This design comes from an exercise in tuning for small area and a short achievable clock period on the open sky130 flow, not from production work.
RTL that was checked went through simulation tests only; none was proved equivalent to the original.
Power figures rest on the tool's default switching activity, not on a simulated workload.

## rc4_cipher_buffer
module rc4_cipher_buffer #(
   parameter  int DATA_W = 8,
   parameter  int DEPTH  = 256,
   localparam int ADDR_W = $clog2(DEPTH)
) (
   input  logic              clk,
   input  logic              rst,
   input  logic              flush,
   input  logic              wr_valid,
   input  logic [DATA_W-1:0] wr_data,
   input  logic              rd_start,
   input  logic              rd_ready,
   output logic              rd_valid,
   output logic [DATA_W-1:0] rd_data,
   output logic              rd_last,
   output logic [ADDR_W:0]   frame_len,
   output logic              busy,
   output logic              overflow,
   output logic              wr_drop,
   output logic [1:0]        o_dbg_state
);
Settings: LEC_CHECK=0, CAP_MARGIN=20, CORE_MARGIN=2, CORE_UTILIZATION=70, SETUP_SLACK_MARGIN=2.2, SLEW_MARGIN=20; clock period 4.2 ns.
standard.sh (not shown) runs the stock make flow with config.mk's settings and CLKGATE_MAP_FILE= SYNTH_SCRIPT=/design/flow/synth_recipe.tcl, a recipe that flattens the netlist after the stock synthesis.
==> flow/flow/run.sh <==
#!/bin/bash
DU="sky130_fd_sc_hd__probe_p_8 sky130_fd_sc_hd__probec_p_8 sky130_fd_sc_hd__lpflow_bleeder_1"
DU="$DU sky130_fd_sc_hd__lpflow_clkbufkapwr_1 sky130_fd_sc_hd__lpflow_clkbufkapwr_16 sky130_fd_sc_hd__lpflow_clkbufkapwr_2"
DU="$DU sky130_fd_sc_hd__lpflow_clkbufkapwr_4 sky130_fd_sc_hd__lpflow_clkbufkapwr_8"
DU="$DU sky130_fd_sc_hd__lpflow_clkinvkapwr_1 sky130_fd_sc_hd__lpflow_clkinvkapwr_16 sky130_fd_sc_hd__lpflow_clkinvkapwr_2"
DU="$DU sky130_fd_sc_hd__lpflow_clkinvkapwr_4 sky130_fd_sc_hd__lpflow_clkinvkapwr_8"
DU="$DU sky130_fd_sc_hd__lpflow_decapkapwr_12 sky130_fd_sc_hd__lpflow_decapkapwr_3 sky130_fd_sc_hd__lpflow_decapkapwr_4"
DU="$DU sky130_fd_sc_hd__lpflow_decapkapwr_6 sky130_fd_sc_hd__lpflow_decapkapwr_8"
DU="$DU sky130_fd_sc_hd__lpflow_inputiso0n_1 sky130_fd_sc_hd__lpflow_inputiso0p_1 sky130_fd_sc_hd__lpflow_inputiso1n_1"
DU="$DU sky130_fd_sc_hd__lpflow_inputiso1p_1 sky130_fd_sc_hd__lpflow_inputisolatch_1"
DU="$DU sky130_fd_sc_hd__lpflow_isobufsrc_1 sky130_fd_sc_hd__lpflow_isobufsrc_16 sky130_fd_sc_hd__lpflow_isobufsrc_2"
DU="$DU sky130_fd_sc_hd__lpflow_isobufsrc_4 sky130_fd_sc_hd__lpflow_isobufsrc_8 sky130_fd_sc_hd__lpflow_isobufsrckapwr_16"
DU="$DU sky130_fd_sc_hd__lpflow_lsbuf_lh_hl_isowell_tap_1 sky130_fd_sc_hd__lpflow_lsbuf_lh_hl_isowell_tap_2"
DU="$DU sky130_fd_sc_hd__lpflow_lsbuf_lh_hl_isowell_tap_4 sky130_fd_sc_hd__lpflow_lsbuf_lh_isowell_4"
DU="$DU sky130_fd_sc_hd__lpflow_lsbuf_lh_isowell_tap_1 sky130_fd_sc_hd__lpflow_lsbuf_lh_isowell_tap_2"
DU="$DU sky130_fd_sc_hd__lpflow_lsbuf_lh_isowell_tap_4"
DU="$DU sky130_fd_sc_hd__clkdlybuf4s15_1 sky130_fd_sc_hd__clkdlybuf4s15_2 sky130_fd_sc_hd__clkdlybuf4s18_1"
DU="$DU sky130_fd_sc_hd__clkdlybuf4s18_2 sky130_fd_sc_hd__clkdlybuf4s25_1 sky130_fd_sc_hd__clkdlybuf4s25_2"
DU="$DU sky130_fd_sc_hd__clkdlybuf4s50_1 sky130_fd_sc_hd__clkdlybuf4s50_2 sky130_fd_sc_hd__dlygate4sd1_1"
DU="$DU sky130_fd_sc_hd__dlygate4sd2_1 sky130_fd_sc_hd__dlygate4sd3_1 sky130_fd_sc_hd__dlymetal6s2s_1"
DU="$DU sky130_fd_sc_hd__dlymetal6s4s_1 sky130_fd_sc_hd__dlymetal6s6s_1"
CTS="-sink_clustering_enable -repair_clock_nets -dont_use_dummy_load"
CTS="$CTS -sink_clustering_size 24 -sink_clustering_max_diameter 80"
bash standard.sh "DONT_USE_CELLS=$DU" "CTS_ARGS=$CTS" MATCH_CELL_FOOTPRINT=0 finish > standard.log 2>&1
The first run passed the timing, DRC and antenna checks.
Then changed:
--- a/flow/design.v
+++ b/flow/design.v
@@ -34,18 +34,16 @@
    logic [1:0]        r_state;
    logic [ADDR_W:0]   r_count;
    logic [ADDR_W:0]   r_frame_len;
    logic              r_overflow;
    logic              r_wr_drop;
    logic [ADDR_W-1:0] r_phase;
    logic [NOFF-1:0]   r_q_off;
    logic [NCOL-1:0]   r_q_col;
-   logic [NCOL-1:0]   r_q_col_lo;
-   logic [NCOL-1:0]   r_q_col_hi;
    logic [NROW-1:0]   r_q_row;
    logic [NROW-1:0]   r_q_rowl;     
    logic [DATA_W-1:0] r_tap_dly [NOFF];   
    logic              r_prime;      
    logic [ADDR_W-1:0] r_rem;        
    logic              r_rem_zero;   
    logic              r_rd_valid;
    logic              r_rd_last;
@@ -99,32 +97,29 @@
       for (int i = 0; i < NROW; i++)
          w_q_row_nxt[i] = (w_q_load & (w_phase_nxt[ADDR_W-1:OFF_W+COL_W] == i)) |
                           (~w_row_adv & ~w_q_load & r_q_row[i]) |
                           (w_row_adv & r_q_row[(i+NROW-1)%NROW]);
    end
    always_ff @(posedge clk) begin
       r_q_off  <= w_q_off_nxt;
       r_q_col  <= w_q_col_nxt;
-      r_q_col_lo <= w_q_col_nxt & {NCOL{|w_q_row_nxt[NROW/2-1:0]}};
-      r_q_col_hi <= w_q_col_nxt & {NCOL{|w_q_row_nxt[NROW-1:NROW/2]}};
       r_q_row  <= w_q_row_nxt;
       r_q_rowl <= w_q_row_nxt & {NROW{w_q_off_nxt[0]}};
    end
    logic [DATA_W-1:0] w_live_word;
    always_comb begin
       w_tap_word  = '0;
       w_live_word = '0;
       for (int r = 0; r < NROW; r++) begin
          logic [DATA_W-1:0] row_word;
          row_word = '0;
          for (int c = 0; c < NCOL; c++)
             row_word = row_word |
-                       (r_ring[((r*NCOL+c)*NOFF)*DATA_W +: DATA_W] &
-                        {DATA_W{(r < NROW/2) ? r_q_col_lo[c] : r_q_col_hi[c]}});
+                       (r_ring[((r*NCOL+c)*NOFF)*DATA_W +: DATA_W] & {DATA_W{r_q_col[c]}});
          w_tap_word  = w_tap_word  | (row_word & {DATA_W{r_q_row[r]}});
          w_live_word = w_live_word | (row_word & {DATA_W{r_q_rowl[r]}});
       end
    end
    always_ff @(posedge clk) begin
       r_tap_dly[1] <= w_tap_word;
       for (int i = 2; i < NOFF; i++) r_tap_dly[i] <= r_tap_dly[i-1];
    end
After rerunning:
- The new run finished clean
- utilization is lower by 0.52 points
- synthesized area is lower by 1.1%
- die area is lower by 1.1%
- routed wire length barely changes
- fmax is higher by 4.6%
- cell count is lower by 2.4%
- clock skew is lower by 9.6 ps
- clock power is lower by about 0.9%
- power is lower by 0.50%
- non-clock buffer count is higher by 5
- cell area is lower by 1.2%
- sequential share of layout area is higher by 0.30 points
- first-iteration DRC count is lower by 7.2%
- sequential power is about the same
The RTL of the first run of this note was laid out without a check of its function.

rc4_cipher_buffer with an RTL version that a note above also has.
Size: ~2,200 flip-flops, roughly 38 I/O pins, ~48,000 um2 of cells after synthesis.
==> flow/config.mk <==
export PLATFORM = sky130hd
export DESIGN_NAME = rc4_cipher_buffer
export DESIGN_NICKNAME = rc4_cipher_buffer
export VERILOG_FILES = /design/flow/design.v
export SDC_FILE = /design/flow/constraint.sdc
export NUM_CORES = 4
export LEC_CHECK = 0
export CAP_MARGIN = 20
export CORE_MARGIN = 2
export CORE_UTILIZATION = 60
export SETUP_SLACK_MARGIN = 2.0
export SLEW_MARGIN = 20
==> flow/constraint.sdc <==
create_clock -name core_clock -period 4.2 [get_ports {clk}]
set_input_delay 0.8400 -clock core_clock [delete_from_list [all_inputs] [get_ports {clk}]]
set_output_delay 0.8400 -clock core_clock [all_outputs]
set_load 0.01 [all_outputs]
Scripts as last shown in full above: flow/flow/run.sh
==> next run, changes <==
--- a/flow/design.v
+++ b/flow/design.v
@@ -34,19 +34,18 @@
    logic [1:0]        r_state;
    logic [ADDR_W:0]   r_count;
    logic [ADDR_W:0]   r_frame_len;
    logic              r_overflow;
    logic              r_wr_drop;
    logic [ADDR_W-1:0] r_phase;
    logic [NOFF-1:0]   r_q_off;
    logic [NCOL-1:0]   r_q_col;
    logic [NROW-1:0]   r_q_row;
-   logic [NROW-1:0]   r_q_rowl;     
    logic [DATA_W-1:0] r_tap_dly [NOFF];   
    logic              r_prime;      
    logic [ADDR_W-1:0] r_rem;        
    logic              r_rem_zero;   
    logic              r_rd_valid;
    logic              r_rd_last;
    logic [DATA_W-1:0] r_rd_data;
    logic              w_cap_start;
    logic              w_wr_en;
@@ -76,67 +75,54 @@
    logic              w_q_hold;
    logic              w_q_adv;
    logic              w_col_adv;
    logic              w_row_adv;
    assign w_q_load  = w_cap_start | w_fetch_last;
    assign w_q_hold  = ~w_q_load & w_fetch;
    assign w_q_adv   = ~w_q_load & ~w_fetch;
    assign w_col_adv = w_q_adv & r_q_off[NOFF-1];
    assign w_row_adv = w_col_adv & r_q_col[NCOL-1];
-   logic [NOFF-1:0]   w_q_off_nxt;
-   logic [NCOL-1:0]   w_q_col_nxt;
-   logic [NROW-1:0]   w_q_row_nxt;
+   always_ff @(posedge clk) begin
+      for (int i = 0; i < NOFF; i++)
+         r_q_off[i] <= (w_q_load & (w_phase_nxt[OFF_W-1:0] == i)) |
+                       (~w_q_adv & ~w_q_load & r_q_off[i]) |
+                       (w_q_adv & r_q_off[(i+NOFF-1)%NOFF]);
+      for (int i = 0; i < NCOL; i++)
+         r_q_col[i] <= (w_q_load & (w_phase_nxt[OFF_W+COL_W-1:OFF_W] == i)) |
+                       (~w_col_adv & ~w_q_load & r_q_col[i]) |
+                       (w_col_adv & r_q_col[(i+NCOL-1)%NCOL]);
+      for (int i = 0; i < NROW; i++)
+         r_q_row[i] <= (w_q_load & (w_phase_nxt[ADDR_W-1:OFF_W+COL_W] == i)) |
+                       (~w_row_adv & ~w_q_load & r_q_row[i]) |
+                       (w_row_adv & r_q_row[(i+NROW-1)%NROW]);
+   end
    always_comb begin
-      for (int i = 0; i < NOFF; i++)
-         w_q_off_nxt[i] = (w_q_load & (w_phase_nxt[OFF_W-1:0] == i)) |
-                          (~w_q_adv & ~w_q_load & r_q_off[i]) |
-                          (w_q_adv & r_q_off[(i+NOFF-1)%NOFF]);
-      for (int i = 0; i < NCOL; i++)
-         w_q_col_nxt[i] = (w_q_load & (w_phase_nxt[OFF_W+COL_W-1:OFF_W] == i)) |
-                          (~w_col_adv & ~w_q_load & r_q_col[i]) |
-                          (w_col_adv & r_q_col[(i+NCOL-1)%NCOL]);
-      for (int i = 0; i < NROW; i++)
-         w_q_row_nxt[i] = (w_q_load & (w_phase_nxt[ADDR_W-1:OFF_W+COL_W] == i)) |
-                          (~w_row_adv & ~w_q_load & r_q_row[i]) |
-                          (w_row_adv & r_q_row[(i+NROW-1)%NROW]);
-   end
-   always_ff @(posedge clk) begin
-      r_q_off  <= w_q_off_nxt;
-      r_q_col  <= w_q_col_nxt;
-      r_q_row  <= w_q_row_nxt;
-      r_q_rowl <= w_q_row_nxt & {NROW{w_q_off_nxt[0]}};
-   end
-   logic [DATA_W-1:0] w_live_word;
-   always_comb begin
-      w_tap_word  = '0;
-      w_live_word = '0;
+      w_tap_word = '0;
       for (int r = 0; r < NROW; r++) begin
          logic [DATA_W-1:0] row_word;
          row_word = '0;
          for (int c = 0; c < NCOL; c++)
             row_word = row_word |
                        (r_ring[((r*NCOL+c)*NOFF)*DATA_W +: DATA_W] & {DATA_W{r_q_col[c]}});
-         w_tap_word  = w_tap_word  | (row_word & {DATA_W{r_q_row[r]}});
-         w_live_word = w_live_word | (row_word & {DATA_W{r_q_rowl[r]}});
+         w_tap_word = w_tap_word | (row_word & {DATA_W{r_q_row[r]}});
       end
    end
    always_ff @(posedge clk) begin
       r_tap_dly[1] <= w_tap_word;
       for (int i = 2; i < NOFF; i++) r_tap_dly[i] <= r_tap_dly[i-1];
    end
    always_comb begin
-      w_rd_word = w_live_word;
+      w_rd_word = w_tap_word & {DATA_W{r_q_off[0]}};
       for (int i = 1; i < NOFF; i++)
          w_rd_word = w_rd_word | (r_tap_dly[i] & {DATA_W{r_q_off[i]}});
    end
    always_ff @(posedge clk) begin
-      if (!rst)         r_rd_data <= '0;
-      else if (w_fetch) r_rd_data <= w_rd_word;
+      r_rd_data <= (w_rd_word & {DATA_W{w_fetch}}) | (r_rd_data & {DATA_W{~w_fetch}});
    end
    always_ff @(posedge clk) begin
       if (w_rep_start) begin
          r_rem      <= ADDR_W'(r_frame_len - 1'b1);
          r_rem_zero <= (r_frame_len == (ADDR_W+1)'(1));
       end else if (w_fetch) begin
          r_rem      <= r_rem - 1'b1;
          r_rem_zero <= (r_rem == ADDR_W'(1));
       end
=>
- critical path depth goes down by 1
- power stays flat
- via count falls by a few percent
- first-iteration DRC count shrinks by about a fifth
- cell area went down slightly
- fmax is lower by a few percent
- die area went down slightly
Only the layout flow was run in the second run of this note; the RTL was not checked for function there.

The RTL this note starts from:
==> flow/design.v <==
module rc4_cipher_buffer #(
   parameter  int DATA_W = 8,
   parameter  int DEPTH  = 256,
   localparam int ADDR_W = $clog2(DEPTH)
) (
   input  logic              clk,
   input  logic              rst,
   input  logic              flush,
   input  logic              wr_valid,
   input  logic [DATA_W-1:0] wr_data,
   input  logic              rd_start,
   input  logic              rd_ready,
   output logic              rd_valid,
   output logic [DATA_W-1:0] rd_data,
   output logic              rd_last,
   output logic [ADDR_W:0]   frame_len,
   output logic              busy,
   output logic              overflow,
   output logic              wr_drop,
   output logic [1:0]        o_dbg_state
);
   localparam int OFF_W = 2;
   localparam int COL_W = (ADDR_W - OFF_W) / 2;
   localparam int ROW_W = ADDR_W - OFF_W - COL_W;
   localparam int NOFF  = 1 << OFF_W;
   localparam int NCOL  = 1 << COL_W;
   localparam int NROW  = 1 << ROW_W;
   localparam logic [1:0] S_IDLE    = 2'd0;
   localparam logic [1:0] S_CAPTURE = 2'd1;
   localparam logic [1:0] S_HOLD    = 2'd2;
   localparam logic [1:0] S_REPLAY  = 2'd3;
   localparam logic [ADDR_W:0] DEPTH_L = (ADDR_W+1)'(DEPTH);
   logic [DEPTH*DATA_W-1:0] r_ring;
   logic [1:0]        r_state;
   logic [ADDR_W:0]   r_count;
   logic [ADDR_W:0]   r_frame_len;
   logic              r_overflow;
   logic              r_wr_drop;
   logic [ADDR_W-1:0] r_phase;
   logic [NOFF-1:0]   r_q_off;
   logic [NCOL-1:0]   r_q_col;
   logic [NROW-1:0]   r_q_row;
   logic [NROW-1:0]   r_q_rowl;     
   logic [DATA_W-1:0] r_tap_dly [NOFF];   
   logic              r_prime;      
   logic [ADDR_W-1:0] r_rem;        
   logic              r_rem_zero;   
   logic              r_rd_valid;
   logic              r_rd_last;
   logic [DATA_W-1:0] r_rd_data;
   logic              w_cap_start;
   logic              w_wr_en;
   logic              w_rep_start;
   logic              w_fetch;
   logic              w_fetch_last;
   logic              w_xfer_last;
   logic [ADDR_W-1:0] w_phase_nxt;
   logic [DATA_W-1:0] w_tap_word;
   logic [DATA_W-1:0] w_rd_word;
   assign w_cap_start  = ((r_state == S_IDLE) || (r_state == S_HOLD)) & wr_valid;
   assign w_wr_en      = w_cap_start | ((r_state == S_CAPTURE) & wr_valid & (r_count < DEPTH_L));
   assign w_rep_start  = (r_state == S_HOLD) & ~wr_valid & rd_start;
   assign w_xfer_last  = r_rd_valid & rd_ready & r_rd_last;
   assign w_fetch      = (r_state == S_REPLAY) & ~r_prime &
                         (~r_rd_valid | (rd_ready & ~r_rd_last));
   assign w_fetch_last = w_fetch & r_rem_zero;
   always_ff @(posedge clk) begin
      r_ring <= {r_ring[(DEPTH-1)*DATA_W-1:0],
                 w_wr_en ? wr_data : r_ring[DEPTH*DATA_W-1 -: DATA_W]};
   end
   assign w_phase_nxt = w_cap_start ? '0 : r_phase + 1'b1;
   always_ff @(posedge clk) begin
      r_phase <= w_phase_nxt;
   end
   logic              w_q_load;
   logic              w_q_hold;
   logic              w_q_adv;
   logic              w_col_adv;
   logic              w_row_adv;
   assign w_q_load  = w_cap_start | w_fetch_last;
   assign w_q_hold  = ~w_q_load & w_fetch;
   assign w_q_adv   = ~w_q_load & ~w_fetch;
   assign w_col_adv = w_q_adv & r_q_off[NOFF-1];
   assign w_row_adv = w_col_adv & r_q_col[NCOL-1];
   logic [NOFF-1:0]   w_q_off_nxt;
   logic [NCOL-1:0]   w_q_col_nxt;
   logic [NROW-1:0]   w_q_row_nxt;
   always_comb begin
      for (int i = 0; i < NOFF; i++)
         w_q_off_nxt[i] = (w_q_load & (w_phase_nxt[OFF_W-1:0] == i)) |
                          (~w_q_adv & ~w_q_load & r_q_off[i]) |
                          (w_q_adv & r_q_off[(i+NOFF-1)%NOFF]);
      for (int i = 0; i < NCOL; i++)
         w_q_col_nxt[i] = (w_q_load & (w_phase_nxt[OFF_W+COL_W-1:OFF_W] == i)) |
                          (~w_col_adv & ~w_q_load & r_q_col[i]) |
                          (w_col_adv & r_q_col[(i+NCOL-1)%NCOL]);
      for (int i = 0; i < NROW; i++)
         w_q_row_nxt[i] = (w_q_load & (w_phase_nxt[ADDR_W-1:OFF_W+COL_W] == i)) |
                          (~w_row_adv & ~w_q_load & r_q_row[i]) |
                          (w_row_adv & r_q_row[(i+NROW-1)%NROW]);
   end
   always_ff @(posedge clk) begin
      r_q_off  <= w_q_off_nxt;
      r_q_col  <= w_q_col_nxt;
      r_q_row  <= w_q_row_nxt;
      r_q_rowl <= w_q_row_nxt & {NROW{w_q_off_nxt[0]}};
   end
   logic [DATA_W-1:0] w_live_word;
   always_comb begin
      w_tap_word  = '0;
      w_live_word = '0;
      for (int r = 0; r < NROW; r++) begin
         logic [DATA_W-1:0] row_word;
         row_word = '0;
         for (int c = 0; c < NCOL; c++)
            row_word = row_word |
                       (r_ring[((r*NCOL+c)*NOFF)*DATA_W +: DATA_W] & {DATA_W{r_q_col[c]}});
         w_tap_word  = w_tap_word  | (row_word & {DATA_W{r_q_row[r]}});
         w_live_word = w_live_word | (row_word & {DATA_W{r_q_rowl[r]}});
      end
   end
   always_ff @(posedge clk) begin
      r_tap_dly[1] <= w_tap_word;
      for (int i = 2; i < NOFF; i++) r_tap_dly[i] <= r_tap_dly[i-1];
   end
   always_comb begin
      w_rd_word = w_live_word;
      for (int i = 1; i < NOFF; i++)
         w_rd_word = w_rd_word | (r_tap_dly[i] & {DATA_W{r_q_off[i]}});
   end
   always_ff @(posedge clk) begin
      if (!rst)         r_rd_data <= '0;
      else if (w_fetch) r_rd_data <= w_rd_word;
   end
   always_ff @(posedge clk) begin
      if (w_rep_start) begin
         r_rem      <= ADDR_W'(r_frame_len - 1'b1);
         r_rem_zero <= (r_frame_len == (ADDR_W+1)'(1));
      end else if (w_fetch) begin
         r_rem      <= r_rem - 1'b1;
         r_rem_zero <= (r_rem == ADDR_W'(1));
      end
   end
   always_ff @(posedge clk) begin
      if (!rst || flush) begin
         r_state     <= S_IDLE;
         r_count     <= '0;
         r_frame_len <= '0;
         r_overflow  <= 1'b0;
         r_wr_drop   <= 1'b0;
         r_prime     <= 1'b0;
         r_rd_valid  <= 1'b0;
         r_rd_last   <= 1'b0;
      end else begin
         r_prime <= w_rep_start;
         if (w_cap_start) begin
            r_state     <= S_CAPTURE;
            r_count     <= (ADDR_W+1)'(1);
            r_frame_len <= '0;
            r_overflow  <= 1'b0;
            r_wr_drop   <= 1'b0;
         end else if (w_rep_start) begin
            r_state <= S_REPLAY;
         end
         if (r_state == S_CAPTURE) begin
            if (wr_valid) begin
               if (r_count < DEPTH_L) r_count <= r_count + 1'b1;
               else                   r_overflow <= 1'b1;
            end else begin
               r_frame_len <= r_count;
               r_state     <= S_HOLD;
            end
         end
         if (r_state == S_REPLAY) begin
            if (wr_valid) r_wr_drop <= 1'b1;
            if (w_xfer_last) begin
               r_state    <= S_HOLD;
               r_rd_valid <= 1'b0;
               r_rd_last  <= 1'b0;
            end else if (w_fetch) begin
               r_rd_valid <= 1'b1;
               r_rd_last  <= r_rem_zero;
            end
         end
      end
   end
   assign rd_valid    = r_rd_valid;
   assign rd_data     = r_rd_data;
   assign rd_last     = r_rd_last;
   assign frame_len   = r_frame_len;
   assign overflow    = r_overflow;
   assign wr_drop     = r_wr_drop;
   assign busy        = r_state[0];
   assign o_dbg_state = r_state;
endmodule
==> flow/config.mk <==
export PLATFORM = sky130hd
export DESIGN_NAME = rc4_cipher_buffer
export DESIGN_NICKNAME = rc4_cipher_buffer
export VERILOG_FILES = /design/flow/design.v
export SDC_FILE = /design/flow/constraint.sdc
export NUM_CORES = 4
export LEC_CHECK = 0
export ABC_AREA = 1
export CAP_MARGIN = 20
export CORE_MARGIN = 2
export CORE_UTILIZATION = 70
export SETUP_SLACK_MARGIN = 2.2
export SLEW_MARGIN = 20
==> flow/constraint.sdc <==
create_clock -name core_clock -period 4.2 [get_ports {clk}]
set_input_delay 0.8400 -clock core_clock [delete_from_list [all_inputs] [get_ports {clk}]]
set_output_delay 0.8400 -clock core_clock [all_outputs]
set_load 0.01 [all_outputs]
Scripts as last shown in full above: flow/flow/run.sh
The first run ran to the end with no violations.
Then changed:
--- a/flow/design.v
+++ b/flow/design.v
@@ -38,11 +38,10 @@
    logic              r_wr_drop;
    logic [ADDR_W-1:0] r_phase;
    logic [NOFF-1:0]   r_q_off;
    logic [NCOL-1:0]   r_q_col;
    logic [NROW-1:0]   r_q_row;
-   logic [NROW-1:0]   r_q_rowl;     
    logic [DATA_W-1:0] r_tap_dly [NOFF];   
    logic              r_prime;      
    logic [ADDR_W-1:0] r_rem;        
    logic              r_rem_zero;   
    logic              r_rd_valid;
@@ -101,32 +100,28 @@
    end
    always_ff @(posedge clk) begin
       r_q_off  <= w_q_off_nxt;
       r_q_col  <= w_q_col_nxt;
       r_q_row  <= w_q_row_nxt;
-      r_q_rowl <= w_q_row_nxt & {NROW{w_q_off_nxt[0]}};
    end
-   logic [DATA_W-1:0] w_live_word;
    always_comb begin
       w_tap_word  = '0;
-      w_live_word = '0;
       for (int r = 0; r < NROW; r++) begin
          logic [DATA_W-1:0] row_word;
          row_word = '0;
          for (int c = 0; c < NCOL; c++)
             row_word = row_word |
                        (r_ring[((r*NCOL+c)*NOFF)*DATA_W +: DATA_W] & {DATA_W{r_q_col[c]}});
          w_tap_word  = w_tap_word  | (row_word & {DATA_W{r_q_row[r]}});
-         w_live_word = w_live_word | (row_word & {DATA_W{r_q_rowl[r]}});
       end
    end
    always_ff @(posedge clk) begin
       r_tap_dly[1] <= w_tap_word;
       for (int i = 2; i < NOFF; i++) r_tap_dly[i] <= r_tap_dly[i-1];
    end
    always_comb begin
-      w_rd_word = w_live_word;
+      w_rd_word = w_tap_word & {DATA_W{r_q_off[0]}};
       for (int i = 1; i < NOFF; i++)
          w_rd_word = w_rd_word | (r_tap_dly[i] & {DATA_W{r_q_off[i]}});
    end
    always_ff @(posedge clk) begin
       if (!rst)         r_rd_data <= '0;
Outcome: Total power is about the same. Synthesized cell count goes down by a few percent. Global-route usage goes down by 1.5 points. Via count goes down by a few percent. Cell count goes down by a few percent. Setup slack improves by 0.017 ns.

## port drivers added, routing unchanged
How much do the figures lean on ideal ports? The routed layouts below were timed once more, with nothing changed but the port constraints.
Step 1 (the two cells are an assumption about what drives the block):
set clk [get_ports {clk}]
set_driving_cell -lib_cell sky130_fd_sc_hd__clkbuf_16 $clk
set_driving_cell -lib_cell sky130_fd_sc_hd__buf_2 [delete_from_list [all_inputs] $clk]
Step 2, shift: input delay + t, output delay - t, t = (earliest + latest rising clock arrival at the registers) / 2. This alone moves slack from input paths to output paths.
Slacks: no drivers / after step 1 / after step 2; pairs: no drivers / after step 1.
run	t (ns)	setup slack, ns	worst setup path after step 2	slew at the worst register clock pin (ns)	pins driven straight from the clock port
the first run of note 1	0.706	2.117 / 2.051 / 1.520	input to register	0.09 / 0.09	1
the second run of note 1	0.713	2.208 / 2.141 / 1.673	input to register	0.09 / 0.09	1
the first run of note 2	0.711	2.040 / 1.985 / 1.542	input to register	0.09 / 0.09	1
the second run of note 2	0.720	1.995 / 1.943 / 1.450	input to register	0.09 / 0.09	1
the first run of note 3	0.705	2.217 / 2.150 / 1.741	input to register	0.10 / 0.10	1
the second run of note 3	0.718	2.234 / 2.168 / 1.662	input to register	0.10 / 0.10	1
After both steps every run listed still meets setup and hold. The setup slack of the first run of note 1, which loses most, moves by -0.066 ns with the drivers and by -0.597 ns with both steps.
